This is an optimization exercise on Yosys and OpenROAD, whose aim is small area, not a production implementation. Function was checked by simulation only, so behaviour that the tests miss may differ from the original. Power is estimated from default activity; no workload was simulated.

== lane 1 ==
==> flow/design.v (excerpt) <==
module rv_core (
    input  logic        clk,
    input  logic        rst_n,
    output logic [31:0] imem_addr,
    input  logic [31:0] imem_insn,
    output logic [31:0] dmem_addr,
    output logic [31:0] dmem_wdata,
    input  logic [31:0] dmem_rdata,
    output logic        dmem_wen,
    output logic [3:0]  byte_en
);
==> flow/config.mk <==
export PLATFORM = sky130hd
export DESIGN_NAME = rv_core
export DESIGN_NICKNAME = rv_core
export VERILOG_FILES = /design/flow/design.v
export SDC_FILE = /design/flow/constraint.sdc
export NUM_CORES = 4
export LEC_CHECK = 0
export CAP_MARGIN = 20
export CORE_MARGIN = 2
export CORE_UTILIZATION = 65
export PLACE_DENSITY = 0.8
export SLEW_MARGIN = 20
export BUFFER_PORTS_ARGS = -buffer_cell sky130_fd_sc_hd__buf_1
export CTS_ARGS = -sink_clustering_enable -repair_clock_nets -dont_use_dummy_load -buf_list sky130_fd_sc_hd__clkbuf_8 -sink_clustering_size 18 -sink_clustering_max_diameter 50
==> flow/constraint.sdc <==
create_clock -name core_clock -period 6.5 [get_ports {clk}]
set_input_delay 1.3000 -clock core_clock [delete_from_list [all_inputs] [get_ports {clk}]]
set_output_delay 1.3000 -clock core_clock [all_outputs]
set_load 0.01 [all_outputs]
standard.sh (not shown) runs the stock make flow with config.mk's settings and CLKGATE_MAP_FILE= SYNTH_SCRIPT=/design/flow/synth_recipe.tcl, a recipe that flattens the netlist after the stock synthesis.
==> flow/flow/run.sh <==
#!/bin/bash
# Layout flow: the standard ORFS flow (standard.sh) with these changes:
#  - synthesis is the standard synthesis script, except that ABC maps the
#    logic with an area-oriented script (flow/abc_area_nf.script) instead of
#    ORFS's speed script, and adders are left to ABC instead of being mapped to
#    full/half-adder cells first (ADDER_MAP_FILE empty); registers, names,
#    flattening and renaming are unchanged
#  - port buffers use the smallest buffer cell instead of clkdlybuf4s50_1
#  - CTS clusters more sinks per clock buffer and inserts no dummy loads
# Each tool writes its full log under orfs/logs/; make's own output goes to
# flow_make.log in the work folder.
set -euo pipefail
W=$PWD
cat >> config.mk <<'CFG'
export BUFFER_PORTS_ARGS = -buffer_cell sky130_fd_sc_hd__buf_1
export CTS_ARGS = -sink_clustering_enable -repair_clock_nets -dont_use_dummy_load -buf_list sky130_fd_sc_hd__clkbuf_8 -sink_clustering_size 18 -sink_clustering_max_diameter 50
CFG
cat > flow/synth_area.tcl <<TCL
proc abc {args} {
  set i [lsearch -exact \$args -script]
  if {\$i >= 0} { lset args [expr {\$i + 1}] $W/flow/abc_area_nf.script }
  yosys abc {*}\$args
}
source $W/synth_recipe.tcl
TCL
sed "s#SYNTH_SCRIPT=[^ ]*#SYNTH_SCRIPT=$W/flow/synth_area.tcl ADDER_MAP_FILE=#" standard.sh > flow/standard_area.sh
grep -q "SYNTH_SCRIPT=$W/flow/synth_area.tcl" flow/standard_area.sh
bash flow/standard_area.sh > flow_make.log 2>&1
==> flow/flow/abc_area_nf.script <==
strash
dc2
&get -n
&st
&dch -f
&nf -R 1000
&put
==> flow/flow/standard_area.sh <==
#!/bin/bash
# The standard flow's own layout of this design, on the ORFS make targets given (by default finish). After
# finish it leaves the final layout's DEF at /design/flow/out/final.def.
set -euo pipefail
make -C /OpenROAD-flow-scripts/flow DESIGN_CONFIG=/design/flow/config.mk WORK_HOME=/design/flow/orfs CLKGATE_MAP_FILE= SYNTH_SCRIPT=/design/flow/flow/synth_area.tcl ADDER_MAP_FILE= CAP_MARGIN=20 CORE_MARGIN=2 CORE_UTILIZATION=65 PLACE_DENSITY=0.8 SLEW_MARGIN=20 "${@:-finish}"
if [[ -f /design/flow/orfs/results/sky130hd/rv_core/base/6_final.odb ]]; then
  : # left out here: write the final layout as DEF
fi
==> flow/flow/synth_area.tcl <==
proc abc {args} {
  set i [lsearch -exact $args -script]
  if {$i >= 0} { lset args [expr {$i + 1}] /design/flow/flow/abc_area_nf.script }
  yosys abc {*}$args
}
source /design/flow/synth_recipe.tcl
Lane 1 went all the way through the flow, and no timing, DRC or antenna check failed.
For lane 2, these inputs were changed with respect to lane 1:
==> flow/flow/run.sh <==
#!/bin/bash
# Layout flow: the standard ORFS flow (standard.sh) with these changes:
#  - synthesis is the standard synthesis script, except that ABC maps the
#    logic with an area-oriented script (flow/abc_area_nf.script) instead of
#    ORFS's speed script; registers, names, flattening and renaming are unchanged
#  - port buffers use the smallest buffer cell instead of clkdlybuf4s50_1
#  - CTS clusters more sinks per clock buffer and inserts no dummy loads
# Each tool writes its full log under orfs/logs/; make's own output goes to
# flow_make.log in the work folder.
set -euo pipefail
W=$PWD
cat >> config.mk <<'CFG'
export BUFFER_PORTS_ARGS = -buffer_cell sky130_fd_sc_hd__buf_1
export CTS_ARGS = -sink_clustering_enable -repair_clock_nets -dont_use_dummy_load -buf_list sky130_fd_sc_hd__clkbuf_8 -sink_clustering_size 18 -sink_clustering_max_diameter 50
CFG
cat > flow/synth_area.tcl <<TCL
proc abc {args} {
  set i [lsearch -exact \$args -script]
  if {\$i >= 0} { lset args [expr {\$i + 1}] $W/flow/abc_area_nf.script }
  yosys abc {*}\$args
}
source $W/synth_recipe.tcl
TCL
sed "s#SYNTH_SCRIPT=[^ ]*#SYNTH_SCRIPT=$W/flow/synth_area.tcl#" standard.sh > flow/standard_area.sh
grep -q "SYNTH_SCRIPT=$W/flow/synth_area.tcl" flow/standard_area.sh
bash flow/standard_area.sh > flow_make.log 2>&1
==> flow/flow/abc_area_nf.script <==
strash
&get -n
&st
&dch
&nf -R 1000
&put
removed: flow/flow/standard_area.sh
removed: flow/flow/synth_area.tcl
Findings:
Critical path's slowest cell = sky130_fd_sc_hd__nor4_1: lane 2; critical path's slowest cell = sky130_fd_sc_hd__nor3_2: lane 1
Fraction of area in multi-input gates: lane 2 vs lane 1 up 0.42 points
Final RePlAce weighted congestion for lane 2 is lower than for lane 1.
Startpoint of the worst setup timing path = imem_insn[0]: lane 1; startpoint of the worst setup timing path = imem_insn[21]: lane 2
Lane 2 against lane 1: number of vias after detailed routing +about 6%; fraction of power consumed by the clock network ~0 delta; final worst-path cycle share -7.4 points; initial antenna violation count +1; highest achievable clock rate +9.0%.
Between lane 1 and lane 2, the total power is higher for lane 2.

rv_core, a different RTL version from the one above (not shown whole).
For scale: roughly 1100 flip-flops, ~170 I/O pins, ~30000 µm² of cells after synthesis.
clock: 6.5 ns
lec_check: 0
cap_margin: 20
core_margin: 2
core_utilization: 40
place_density: 0.6
slew_margin: 20
run.sh (not shown) runs the stock make flow with config.mk's settings and CLKGATE_MAP_FILE= SYNTH_SCRIPT=/design/flow/synth_recipe.tcl, a recipe that flattens the netlist after the stock synthesis.
Stock flow here: none of the scripts above is used.
Next try:
==> flow/flow/run.sh (new file) <==
#!/bin/bash
# Standard ORFS layout with three changes that only affect buffering:
#  - port buffers use the smallest buffer cell instead of clkdlybuf4s50_1
#  - CTS uses small clock buffers and inserts no dummy loads
# Every tool's output goes to the ORFS logs under orfs/logs; make's own
# output goes to flow_make.log in the work folder.
set -euo pipefail
cat >> config.mk <<'CFG'
export BUFFER_PORTS_ARGS = -buffer_cell sky130_fd_sc_hd__buf_1
export CTS_ARGS = -sink_clustering_enable -repair_clock_nets -dont_use_dummy_load -buf_list sky130_fd_sc_hd__clkbuf_4
CFG
bash standard.sh > flow_make.log 2>&1
==> flow/standard.sh (new file) <==
#!/bin/bash
# synth_recipe.tcl (not shown) runs the flow's synth.tcl, then flattens the netlist and writes it again
# the make line also repeats each setting of config.mk as NAME=value (left out here)
make -C /OpenROAD-flow-scripts/flow DESIGN_CONFIG=/design/flow/config.mk WORK_HOME=/design/flow/orfs CLKGATE_MAP_FILE= SYNTH_SCRIPT=/design/flow/synth_recipe.tcl "${@:-finish}"
Settings changed: ABC_AREA set to 1, BUFFER_PORTS_ARGS set to -buffer_cell sky130_fd_sc_hd__buf_1, CTS_ARGS set to -sink_clustering_enable -repair_clock_nets -dont_use_dummy_load -buf_list sky130_fd_sc_hd__clkbuf_4.
removed: flow/run.sh
Outcome:
- The new run went through all stages and came out clean
- area after synthesis grows by 1.5%
- cell count grows by 19%
- total power shrinks by 17%
- via count grows by 13%
- setup slack gains 0.82 ns
- global-route usage shrinks by 0.32 points
- cell area shrinks by 5.7%
- wire length shrinks by 1.9%
Next try:
==> flow/flow/run.sh (replaced) <==
#!/bin/bash
# Standard ORFS layout (the standard.sh) with changes that only affect buffering:
#  - port buffers use the smallest buffer cell instead of clkdlybuf4s50_1
#  - CTS clusters more sinks per clock buffer and inserts no dummy loads
# Every tool's output goes to the ORFS logs under orfs/logs; make's own
# output goes to flow_make.log in the work folder.
set -euo pipefail
cat >> config.mk <<'CFG'
export BUFFER_PORTS_ARGS = -buffer_cell sky130_fd_sc_hd__buf_1
export CTS_ARGS = -sink_clustering_enable -repair_clock_nets -dont_use_dummy_load -buf_list sky130_fd_sc_hd__clkbuf_8 -sink_clustering_size 20 -sink_clustering_max_diameter 60
CFG
bash standard.sh > flow_make.log 2>&1
Settings changed: ABC_AREA 1 to unset, CTS_ARGS -sink_clustering_enable -repair_clock_nets -dont_use_dummy_load -buf_list sky130_fd_sc_hd__clkbuf_4 to -sink_clustering_enable -repair_clock_nets -dont_use_dummy_load -buf_list sky130_fd_sc_hd__clkbuf_8 -sink_clustering_size 20 -sink_clustering_max_diameter 60.
Core utilization decreases by 1.3 points.
Synthesized cell count decreases by 18%.
Die area decreases by 1.5%.
Critical path depth decreases by 10.
Sequential cell count is unchanged.
Design area decreases by 4.5%.
Power decreases by 8.4%.
Fmax decreases by 13%.
Clock power decreases by 33%.
Clock skew decreases by 0.011 ns.

rv_core, a different RTL version from the one above (not shown whole).
Size in the first run: about 1900 cells after synthesis, about 1100 flip-flops, about 170 I/O pins, ~28000 um2 of cells after synthesis.
clock: 6.5 ns
lec_check: 0
cap_margin: 20
core_margin: 2
core_utilization: 65
gpl_timing_driven: 0
place_density: 0.8
slew_margin: 20
buffer_ports_args: -buffer_cell sky130_fd_sc_hd__buf_1
cts_args: -sink_clustering_enable -repair_clock_nets -dont_use_dummy_load -buf_list sky130_fd_sc_hd__clkbuf_8 -sink_clustering_size 18 -sink_clustering_max_diameter 50
standard.sh (not shown) runs the stock make flow with config.mk's settings and CLKGATE_MAP_FILE= SYNTH_SCRIPT=/design/flow/synth_recipe.tcl, a recipe that flattens the netlist after the stock synthesis.
==> flow/flow/run.sh <==
#!/bin/bash
# Layout flow: the standard ORFS flow (standard.sh) with these changes:
#  - synthesis is the standard synthesis script, except that ABC maps the
#    logic with an area-oriented script (flow/abc_area_nf.script) instead of
#    ORFS's speed script, and adders are left to ABC instead of being mapped to
#    full/half-adder cells first (ADDER_MAP_FILE empty); registers, names,
#    flattening and renaming are unchanged
#  - port buffers use the smallest buffer cell instead of clkdlybuf4s50_1
#  - CTS clusters more sinks per clock buffer and inserts no dummy loads
# Each tool writes its full log under orfs/logs/; make's own output goes to
# flow_make.log in the work folder.
set -euo pipefail
W=$PWD
cat >> config.mk <<'CFG'
export BUFFER_PORTS_ARGS = -buffer_cell sky130_fd_sc_hd__buf_1
export CTS_ARGS = -sink_clustering_enable -repair_clock_nets -dont_use_dummy_load -buf_list sky130_fd_sc_hd__clkbuf_8 -sink_clustering_size 18 -sink_clustering_max_diameter 50
CFG
cat > flow/synth_area.tcl <<TCL
proc abc {args} {
  set i [lsearch -exact \$args -script]
  if {\$i >= 0} { lset args [expr {\$i + 1}] $W/flow/abc_area_nf.script }
  yosys abc {*}\$args
}
source $W/synth_recipe.tcl
TCL
sed "s#SYNTH_SCRIPT=[^ ]*#SYNTH_SCRIPT=$W/flow/synth_area.tcl ADDER_MAP_FILE=#" standard.sh > flow/standard_area.sh
grep -q "SYNTH_SCRIPT=$W/flow/synth_area.tcl" flow/standard_area.sh
bash flow/standard_area.sh > flow_make.log 2>&1
==> flow/flow/abc_area_nf.script <==
strash
dc2
&get -n
&st
&dch -f
&nf -R 1000
&put
==> flow/flow/standard_area.sh <==
#!/bin/bash
# The standard flow's own layout of this design, on the ORFS make targets given (by default finish). After
# finish it leaves the final layout's DEF at /design/flow/out/final.def.
set -euo pipefail
make -C /OpenROAD-flow-scripts/flow DESIGN_CONFIG=/design/flow/config.mk WORK_HOME=/design/flow/orfs CLKGATE_MAP_FILE= SYNTH_SCRIPT=/design/flow/flow/synth_area.tcl ADDER_MAP_FILE= CAP_MARGIN=20 CORE_MARGIN=2 CORE_UTILIZATION=65 GPL_TIMING_DRIVEN=0 PLACE_DENSITY=0.8 SLEW_MARGIN=20 "${@:-finish}"
if [[ -f /design/flow/orfs/results/sky130hd/rv_core/base/6_final.odb ]]; then
  : # left out here: write the final layout as DEF
fi
==> flow/flow/synth_area.tcl <==
proc abc {args} {
  set i [lsearch -exact $args -script]
  if {$i >= 0} { lset args [expr {$i + 1}] /design/flow/flow/abc_area_nf.script }
  yosys abc {*}$args
}
source /design/flow/synth_recipe.tcl
Next try:
==> flow/flow/standard_area.sh (replaced) <==
#!/bin/bash
# The standard flow's own layout of this design, on the ORFS make targets given (by default finish). After
# finish it leaves the final layout's DEF at /design/flow/out/final.def.
set -euo pipefail
make -C /OpenROAD-flow-scripts/flow DESIGN_CONFIG=/design/flow/config.mk WORK_HOME=/design/flow/orfs CLKGATE_MAP_FILE= SYNTH_SCRIPT=/design/flow/flow/synth_area.tcl ADDER_MAP_FILE= CAP_MARGIN=20 CORE_MARGIN=2 CORE_UTILIZATION=75 PLACE_DENSITY=0.85 SLEW_MARGIN=20 "${@:-finish}"
if [[ -f /design/flow/orfs/results/sky130hd/rv_core/base/6_final.odb ]]; then
  : # left out here: write the final layout as DEF
fi
Settings changed: CORE_UTILIZATION 65 to 75, GPL_TIMING_DRIVEN 0 to default, PLACE_DENSITY 0.8 to 0.85.
After rerunning:
- synthesized area is unchanged
- design area went down by 0.53%
- utilization went up by 10 points
- clock power hardly moves
- global-route usage went up by 8.4 points
- routed wire length went up by 14%
- count of clock-buffer cells in the layout went down by 1
- fmax went up by 9.1%
- power barely changes
- worst hold slack is better by 0.036 ns
Next try:
==> flow/flow/standard_area.sh (replaced) <==
#!/bin/bash
# The standard flow's own layout of this design, on the ORFS make targets given (by default finish). After
# finish it leaves the final layout's DEF at /design/flow/out/final.def.
set -euo pipefail
make -C /OpenROAD-flow-scripts/flow DESIGN_CONFIG=/design/flow/config.mk WORK_HOME=/design/flow/orfs CLKGATE_MAP_FILE= SYNTH_SCRIPT=/design/flow/flow/synth_area.tcl ADDER_MAP_FILE= CAP_MARGIN=20 CORE_MARGIN=2 CORE_UTILIZATION=65 PLACE_DENSITY=0.8 SLEW_MARGIN=20 "${@:-finish}"
if [[ -f /design/flow/orfs/results/sky130hd/rv_core/base/6_final.odb ]]; then
  : # left out here: write the final layout as DEF
fi
Settings changed: CORE_UTILIZATION 75 to 65, PLACE_DENSITY 0.85 to 0.8.
The new run produced a clean layout.
Worst hold slack stays flat.
Register-to-register slack gets better by 0.06 ns.
Die area rose by 15%.
Wire length went down by 7.4%.
Final cell count goes up by 2.9%.
Combinational power climbs by about 2%.
Worst setup slack gains 0.26 ns.
Synthesized area stays the same.
Sequential power is about the same.

-- re-timing with driven ports --
The flow's constraints put no driver on any port. The routed layouts listed below were extracted and timed again, unchanged, in two steps. Step 1 assumes that a clkbuf_16 drives the clock port and a buf_2 every other input. Step 2, shift: input delay + t, output delay - t, t = (earliest + latest rising clock arrival at the registers) / 2. This alone moves slack from input paths to output paths. Three values: ideal ports, drivers, drivers and shift; two values: the first two.
| run | t (ns) | setup WS [ns] | worst data-port slew with drivers (ns) |
|---|---|---|---|
| lane 1 | 0.662 | 0.657 / 0.684 / 0.022 | 0.10 |
| lane 2 | 0.687 | 1.137 / 1.081 / 0.394 | 0.11 |
| the first run of note 2 | 0.722 | 0.691 / 0.702 / -0.019 | 0.08 |
| the second run of note 2 | 1.101 | 1.511 / 1.542 / 0.441 | 0.10 |
| the third run of note 2 | 0.710 | 0.780 / 0.731 / 0.021 | 0.10 |
| the first run of note 3 | 0.683 | 0.158 / 0.102 / -0.582 | 0.12 |
| the second run of note 3 | 0.693 | 0.686 / 0.605 / -0.088 | 0.14 |
| the third run of note 3 | 0.690 | 0.946 / 0.926 / 0.236 | 0.10 |
With both steps, setup timing fails in the first run of note 2, the first run of note 3 and the second run of note 3, where it was met with ideal ports. The setup slack of the second run of note 2, which loses most, moves by +0.031 ns with the drivers and by -1.070 ns with both steps.
